This is an optimization exercise on Yosys and OpenROAD, whose aim is small area, a short achievable clock period and few clock cycles per item, not a production implementation. The RTL was checked by simulation tests, not by an equivalence proof against the original design.

==> exp/amber: inputs <==
// hsv2rgb_top
module hsv2rgb_top (
	input  logic        clk,
	input  logic        arst_n,
	input  logic        start,
	output logic        busy,
	input  logic [12:0] hue,
	input  logic [6:0]  saturation,
	input  logic [6:0]  brightness,
	output logic        done,
	output logic [7:0]  red,
	output logic [7:0]  green,
	output logic [7:0]  blue,
	output logic        in_range
);
	hsv2rgb_pkg::hsv_t px;
	hsv2rgb_pkg::rgb_t pix;
	assign px.hue        = hue;
	assign px.saturation = saturation;
	assign px.brightness = brightness;
	hsv_to_rgb_converter_core #(
		.HUE_FRAC_BITS(4)
	) u_core (
		.clk   (clk),
		.arst_n(arst_n),
		.start (start),
		.busy  (busy),
		.hsv   (px),
		.done  (done),
		.rgb   (pix)
	);
	assign red      = pix.red;
	assign green    = pix.green;
	assign blue     = pix.blue;
	assign in_range = pix.in_range;
endmodule
export LEC_CHECK = 0
export CAP_MARGIN = 20
export CORE_MARGIN = 2
export CORE_UTILIZATION = 40
export SETUP_SLACK_MARGIN = 4.5
export SLEW_MARGIN = 20
create_clock -name core_clock -period 7.5 [get_ports {clk}]
run.sh (not shown) runs the stock make flow with config.mk's settings and CLKGATE_MAP_FILE= SYNTH_SCRIPT=/design/flow/synth_recipe.tcl, a recipe that flattens the netlist after the stock synthesis.
==> exp/onyx: changes against exp/amber <==
--- a/flow/config.mk
+++ b/flow/config.mk
@@ -8,5 +8,5 @@
 export CAP_MARGIN = 20
 export CORE_MARGIN = 2
 export CORE_UTILIZATION = 40
-export SETUP_SLACK_MARGIN = 4.5
+export SETUP_SLACK_MARGIN = 4.0
 export SLEW_MARGIN = 20
==> results.yml <==
status:
  status: "complete, no violations"
grt:
  grt_pass1_vias: 13300
  met1_usage: 0.202
cells_and_area:
  n_all_buffers: 78
  clk_share: 0.0595
  design_area_um2: 22200
  drive_gt1_frac: 0.114
  postLayoutCoreUtil: 0.466
  seq_area_frac: 0.291
sta:
  hold_slack_ns: 0.324
  finalClockSkew_ns: 0.0121
routing:
  wl_met2_mm: 18.4
the above is filed under exp/amber

==> results.yml <==
sta:
  hold_slack_ns: 0.325
  finalClockSkew_ns: 0.0139
status:
  status: "complete, no violations"
cells_and_area:
  seq_area_frac: 0.293
  postLayoutCoreUtil: 0.456
  drive_gt1_frac: 0.0413
  n_all_buffers: 55
  clk_share: 0.0576
  design_area_um2: 21700
routing:
  wl_met2_mm: 17.8
grt:
  grt_pass1_vias: 13100
  met1_usage: 0.206
setup_path:
  path_buf_inv: 2
the above is filed under exp/onyx

Testbench counts of exp/amber, summed over its fixed seeds: cycles 16,048, items 16,000.
Testbench counts of exp/onyx, summed over its fixed seeds: cycles 16,048, items 16,000.

==> v23 <==
Starting RTL as in the previous note.
make LEC_CHECK=0 CAP_MARGIN=20 CORE_MARGIN=2 CORE_UTILIZATION=40 CTS_CLUSTER_DIAMETER=100 CTS_CLUSTER_SIZE=25 SETUP_SLACK_MARGIN=4.6 SLEW_MARGIN=20 finish   # period 7.5 ns
==> inputs of v9, as changes to v23 <==
- CTS_CLUSTER_DIAMETER: 100 -> 120
- CTS_CLUSTER_SIZE: 25 -> 30
- SETUP_SLACK_MARGIN: 4.6 -> 4.5
==> inputs of v38, as changes to v23 <==
- PLACE_DENSITY: not set -> 0.75
- SETUP_SLACK_MARGIN: 4.6 -> 4.5
==> flow_summary.ini <==
[status]
result_of_the_run = finished clean

[finish]
seq_share_pct = 29.85
final_core_utilization_pct = 45.74

[clock_network]
post_cts_setup_buffers = 25
post_cts_resized = 211

[timing]
post-route-min-period_ns = 3.017

[global_route]
number_of_antenna_violations_at_the_first_check_in_global_routing = 1

[setup_path]
max_stage_delay_ns = 0.39
# the run above: v23

==> flow_summary.ini <==
[global_route]
number_of_antenna_violations_at_the_first_check_in_global_routing = 0

[finish]
final_core_utilization_pct = 44.82
seq_share_pct = 30.21
clock_buffer_count = 18

[status]
result_of_the_run = finished clean

[clock_network]
post_cts_resized = 170

[setup_path]
setup.reg_to_reg.worst_slack_ns = 4.53
max_stage_delay_ns = 0.54

[drt]
count_of_routing_violations_after_the_opening_detailed_route_iteration = 791

[timing]
post-route-min-period_ns = 2.972
# the run above: v38

==> flow_summary.ini <==
[global_route]
number_of_antenna_violations_at_the_first_check_in_global_routing = 0

[clock_network]
post_cts_setup_buffers = 14

[status]
result_of_the_run = finished clean

[finish]
final_core_utilization_pct = 44.86
seq_share_pct = 30.26

[setup_path]
max_stage_delay_ns = 0.39

[timing]
post-route-min-period_ns = 2.982
# the run above: v9

Testbench counts of v23, summed over its fixed seeds: cycles 16,048, items 16,000.
Testbench counts of v9, summed over its fixed seeds: cycles 16,048, items 16,000.
Testbench counts of v38, summed over its fixed seeds: cycles 16,048, items 16,000.

-- static timing again, ports no longer ideal --
No port has a modelled driver above. Below, the same layouts with a new extraction and two added sets of constraints.
Step 1 assumes that a clkbuf_16 drives the clock port and a buf_2 every other input.
Step 2 times the ports against the registers' clock, not the clock port: input delays grow and output delays shrink by t, the midpoint of the rising clock arrivals with the driver on.
a / b / c = no drivers / after step 1 / after step 2; a / b = the first two.
run	shift t [ns]	slack for setup (ns)	hold WS [ns]	worst register clock-pin slew, ns
exp/amber	0.601	4.499 / 4.441 / 4.063	0.324 / 0.324 / 0.324	0.06 / 0.06
exp/onyx	0.599	4.108 / 4.052 / 3.806	0.325 / 0.325 / 0.325	0.06 / 0.06
v23	0.576	4.483 / 4.429 / 4.130	0.328 / 0.328 / 0.328	0.10 / 0.10
v9	0.562	4.518 / 4.464 / 4.077	0.332 / 0.332 / 0.332	0.11 / 0.11
v38	0.550	4.528 / 4.480 / 4.087	0.329 / 0.329 / 0.329	0.10 / 0.10
After both steps setup and hold are still met in every run listed.
